This is an optimization exercise on Yosys and OpenROAD, whose aim is small area, a short achievable clock period and few clock cycles per item, not a production implementation.
In this exercise RTL edits were held to simulation tests only and were not proved equivalent to the original.
Power and IR drop assume default switching activity.

== build 4 ==
## iir_cascade_sched
module iir_cascade_sched
#(
    parameter int Nsec   = 4,
    parameter int Ndint  = 3,
    parameter int Ndfrac = 22,
    parameter int Ncint  = 4,
    parameter int Ncfrac = 14
) (
    input  logic                       clk,
    input  logic                       reset,
    input  logic                       dv_in,
    input  logic [Ndint+Ndfrac-1:0]    d_in,
    output logic                       dv_out,
    output logic [Ndint+Ndfrac-1:0]    d_out,
    output logic                       busy,
    input  logic                       flush,
    input  logic                       coef_we,
    input  logic [$clog2(Nsec)+2:0]    coef_addr,
    input  logic [Ncint+Ncfrac-1:0]    coef_data,
    output logic                       ovr,
    output logic                       coef_err,
    input  logic                       err_clr
);
For scale: about 7800 cells after synthesis, ~83 I/O pins, roughly 0.086 mm² of cells after synthesis.
export LEC_CHECK = 0
export CAP_MARGIN = 20
export CORE_MARGIN = 2
export CORE_UTILIZATION = 40
export CTS_BUF_LIST = sky130_fd_sc_hd__clkbuf_16
export CTS_CLUSTER_DIAMETER = 120
export CTS_CLUSTER_SIZE = 24
export SLEW_MARGIN = 20
export SYNTH_HIERARCHICAL = 1
create_clock -name core_clock -period 12.5 [get_ports {clk}]
standard.sh (not shown) runs the stock make flow with config.mk's settings and CLKGATE_MAP_FILE= SYNTH_SCRIPT=/design/flow/synth_recipe.tcl, a recipe that flattens the netlist after the stock synthesis.
==> flow/flow/run.sh <==
#!/bin/bash
set -euo pipefail
cd "$(dirname "${BASH_SOURCE[0]}")/.."
bash standard.sh SETUP_SLACK_MARGIN=6.5 finish > standard_flow.log 2>&1
The flow did not stop early for build 4: all stages ran, and the layout cleared the timing, design-rule and antenna checks.
Testbench counts of build 4, summed over its fixed seeds: cycles 12,048, items 2,400.
## Diff of input files: build 32 against build 4
Settings: changing CORE_UTILIZATION from 40 to 46; changing CTS_CLUSTER_SIZE from 24 to 20.
--- outcome ---
Build 4 has lower slew at the pin closest to its max-slew limit than build 32.
Fmax (build 32 vs. build 4) decreases by a few percent
Build 32 vs. build 4: normalized max-slew margin saw a decrease, average routed wire per standard cell lower, leakage power figure went up, synthesized netlist cell count closely matched the old numbers.
The lower path length in cells of the critical path of build 32 and build 4 is in build 4.
Build 32 does worse than build 4 on power.
Build 32: no failed stages, no open violations at the end
Build 4 went all the way through synthesis, placement and routing and the layout is clean on timing, DRC and antenna.
Sequential power went up slightly going from build 4 to build 32.
Minimum hold slack essentially unchanged between build 4 and build 32.
Run comparison: build 4 cell with the biggest individual delay on the critical path sky130_fd_sc_hd__fa_2; build 32 cell with the biggest individual delay on the critical path sky130_fd_sc_hd__fa_1
For build 50, these inputs were changed with respect to build 32:
Settings: changing CTS_CLUSTER_SIZE from 20 to 24; changing CORE_UTILIZATION from 46 to 40.
==> flow/flow/run.sh <==
#!/bin/bash
set -euo pipefail
cd "$(dirname "${BASH_SOURCE[0]}")/.."
bash standard.sh SETUP_SLACK_MARGIN=6 finish > standard_flow.log 2>&1
### Flow results
Build 50 against build 32; count of clock-buffer cells in the layout is down by more than 10%.
On routed wire length, build 32 and build 50 are neck and neck.
Build 50 ends up with a synthesis-to-finish area growth that is 4.9 points lower than in build 32.
Post-detailed-placement cell area went up slightly going from build 32 to build 50.
Between build 32 and build 50, non-clock buffer count decreased.
On build 50: area of the placeable core is about 15% higher than what build 32 gave.
Re tap cell instance count: build 50 is about 14% up on build 32.
Min maximum number of pins on one net before global-route repair across build 32 and build 50: build 32
Build 50 reports a higher portion of total power attributed to the clock network than build 32 does.
When build 50 is set beside build 32, its width of the chip turns out to be about 7% larger.

========
Starting RTL as in the previous note.
==> flow/design.v (excerpt) <==
module iir_cascade_sched
#(
    parameter int Nsec   = 4,
    parameter int Ndint  = 3,
    parameter int Ndfrac = 22,
    parameter int Ncint  = 4,
    parameter int Ncfrac = 14
) (
    input  logic                       clk,
    input  logic                       reset,
    input  logic                       dv_in,
    input  logic [Ndint+Ndfrac-1:0]    d_in,
    output logic                       dv_out,
    output logic [Ndint+Ndfrac-1:0]    d_out,
    output logic                       busy,
    input  logic                       flush,
    input  logic                       coef_we,
    input  logic [$clog2(Nsec)+2:0]    coef_addr,
    input  logic [Ncint+Ncfrac-1:0]    coef_data,
    output logic                       ovr,
    output logic                       coef_err,
    input  logic                       err_clr
);
clock: 12.5 ns
lec_check: 0
cap_margin: 20
core_margin: 2
core_utilization: 40
cts_buf_list: sky130_fd_sc_hd__clkbuf_16
cts_cluster_diameter: 120
cts_cluster_size: 20
slew_margin: 20
synth_hierarchical: 1
tns_end_percent: 30.0
==> flow/flow/run.sh <==
#!/bin/bash
set -euo pipefail
cd "$(dirname "${BASH_SOURCE[0]}")/.."
bash standard.sh SETUP_SLACK_MARGIN=7 finish > standard_flow.log 2>&1
Testbench counts at the start, summed over its fixed seeds: cycles 12,048, items 2,400.
Change:
--- a/flow/config.mk
+++ b/flow/config.mk
@@ -16 +15,0 @@
-export TNS_END_PERCENT = 30.0
Effect: Core utilization goes up by 1.5 points. Synthesized cell count stays the same. Fmax shrinks by 1.4%. Hold slack gets worse by 3.0 ps. Final cell count went up by 1.5%. Final area rose by 3.3%. Clock-buffer cell count goes down by 2. Global-route usage grows by 0.58 points. Wire length rises by 3.9%. Power climbs by 9.9%.
Change:
==> flow/flow/run.sh (replaced) <==
#!/bin/bash
set -euo pipefail
cd "$(dirname "${BASH_SOURCE[0]}")/.."
bash standard.sh SETUP_SLACK_MARGIN=6.5 finish > standard_flow.log 2>&1
--- a/flow/config.mk
+++ b/flow/config.mk
@@ -10 +10 @@
-export CORE_UTILIZATION = 40
+export CORE_UTILIZATION = 33
=> The new run finished with timing, DRC and antenna clean. Worst setup slack gets worse by 200 ps. Routed wire length shrinks by a few percent. Total power shrinks by about a fifth.
Change:
==> flow/flow/run.sh (replaced) <==
#!/bin/bash
set -euo pipefail
cd "$(dirname "${BASH_SOURCE[0]}")/.."
bash standard.sh SETUP_SLACK_MARGIN=6.25 finish > standard_flow.log 2>&1
--- a/flow/config.mk
+++ b/flow/config.mk
@@ -10 +10 @@
-export CORE_UTILIZATION = 33
+export CORE_UTILIZATION = 40
Cell count is lower by 6.2%.
Power is lower by 6.5%.
Sequential cell count does not change.
Non-clock buffer count is lower by 100.
First-iteration DRC count is higher by 10%.
Cell area is lower by 3.1%.
Worst setup slack got worse by 77 ps.
Synthesized area is unchanged.
Critical path depth is lower by 1.

========
iir_cascade_sched again, from the RTL that the note above started with.
clock: 12.5 ns
lec_check: 0
cap_margin: 20
core_margin: 2
core_utilization: 40
cts_buf_list: sky130_fd_sc_hd__clkbuf_16
cts_cluster_diameter: 120
cts_cluster_size: 20
slew_margin: 20
synth_hierarchical: 1
==> flow/flow/run.sh <==
#!/bin/bash
set -euo pipefail
cd "$(dirname "${BASH_SOURCE[0]}")/.."
bash standard.sh SETUP_SLACK_MARGIN=6.75 finish > standard_flow.log 2>&1
The baseline finished clean.
Testbench counts at the start, summed over its fixed seeds: cycles 12,048, items 2,400.
Next try:
==> flow/flow/run.sh (replaced) <==
#!/bin/bash
set -euo pipefail
cd "$(dirname "${BASH_SOURCE[0]}")/.."
bash standard.sh SETUP_SLACK_MARGIN=6.5 finish > standard_flow.log 2>&1
What happened: Core utilization drops by 1.2 points. Global-route usage drops by 0.12 points. Synthesized cell count does not change. Flip-flop and latch count is unchanged. Critical path depth climbs by 1. Worst setup slack is worse by 0.048 ns.
Next try:
==> flow/flow/run.sh (replaced) <==
#!/bin/bash
set -euo pipefail
cd "$(dirname "${BASH_SOURCE[0]}")/.."
bash standard.sh SETUP_SLACK_MARGIN=6 finish > standard_flow.log 2>&1
CTS_BUF_LIST = sky130_fd_sc_hd__clkbuf_4 sky130_fd_sc_hd__clkbuf_8   (was sky130_fd_sc_hd__clkbuf_16)
CTS_CLUSTER_DIAMETER = not set   (was 120)
CTS_CLUSTER_SIZE = not set   (was 20)
Power falls by 4.9%. Critical path depth is unchanged. Utilization falls by 0.59 points. Sequential cell count stays the same. Final area drops by 1.3%. Hold slack is better by 0.019 ns. Wire length goes down by 2.7%. Area after synthesis is unchanged. Combinational power shrinks by 12%. Sequential share of layout area rose by 0.39 points.
Next try:
==> flow/flow/run.sh (replaced) <==
#!/bin/bash
set -euo pipefail
cd "$(dirname "${BASH_SOURCE[0]}")/.."
bash standard.sh SETUP_SLACK_MARGIN=6.5 finish > standard_flow.log 2>&1
CTS_BUF_LIST = sky130_fd_sc_hd__clkbuf_16   (was sky130_fd_sc_hd__clkbuf_4 sky130_fd_sc_hd__clkbuf_8)
CTS_CLUSTER_DIAMETER = 120   (was not set)
CTS_CLUSTER_SIZE = 20   (was not set)
TNS_END_PERCENT = 50.0   (was not set)
The new run passed the timing, design-rule and antenna checks; via count rose by 0.82%; die area does not change; worst setup slack gains 0.26 ns; sequential power stays flat; register-to-register slack improves by 0.26 ns; clock-buffer cell count came out lower by 188; total power went up by 4.9%; global-route usage goes up by 0.12 points; sequential cell count is unchanged; design area grows by 1.3%; synthesized area stays the same.

afterwards: timing with drivers on the ports:
No port has a modelled driver above. Below, the same layouts with a new extraction and two added sets of constraints. Step 1 assumes that a clkbuf_16 drives the clock port and a buf_2 every other input. Step 2, shift: input delay + t, output delay - t, t = (earliest + latest rising clock arrival at the registers) / 2. This alone moves slack from input paths to output paths. Three values: no drivers, after step 1, after step 2; two values: the first two.
run | t, ns | setup slack, ns | worst register clock-pin slew, ns
build 4 | 0.814 | 6.483 / 6.483 / 6.483 | 0.12 / 0.12
build 32 | 0.782 | 6.337 / 6.337 / 6.337 | 0.10 / 0.10
build 50 | 0.809 | 6.202 / 6.202 / 6.202 | 0.11 / 0.11
the first run of note 2 | 0.814 | 6.643 / 6.643 / 6.643 | 0.10 / 0.10
the second run of note 2 | 0.819 | 6.561 / 6.561 / 6.561 | 0.10 / 0.10
the third run of note 2 | 0.835 | 6.358 / 6.358 / 6.358 | 0.11 / 0.11
the fourth run of note 2 | 0.800 | 6.280 / 6.280 / 6.280 | 0.10 / 0.10
the first run of note 3 | 0.799 | 6.496 / 6.496 / 6.496 | 0.10 / 0.10
the second run of note 3 | 0.787 | 6.448 / 6.448 / 6.448 | 0.11 / 0.11
the third run of note 3 | 1.032 | 6.196 / 6.196 / 6.196 | 0.08 / 0.08
the fourth run of note 3 | 0.789 | 6.459 / 6.459 / 6.459 | 0.11 / 0.11
After both steps every run listed still meets setup and hold.
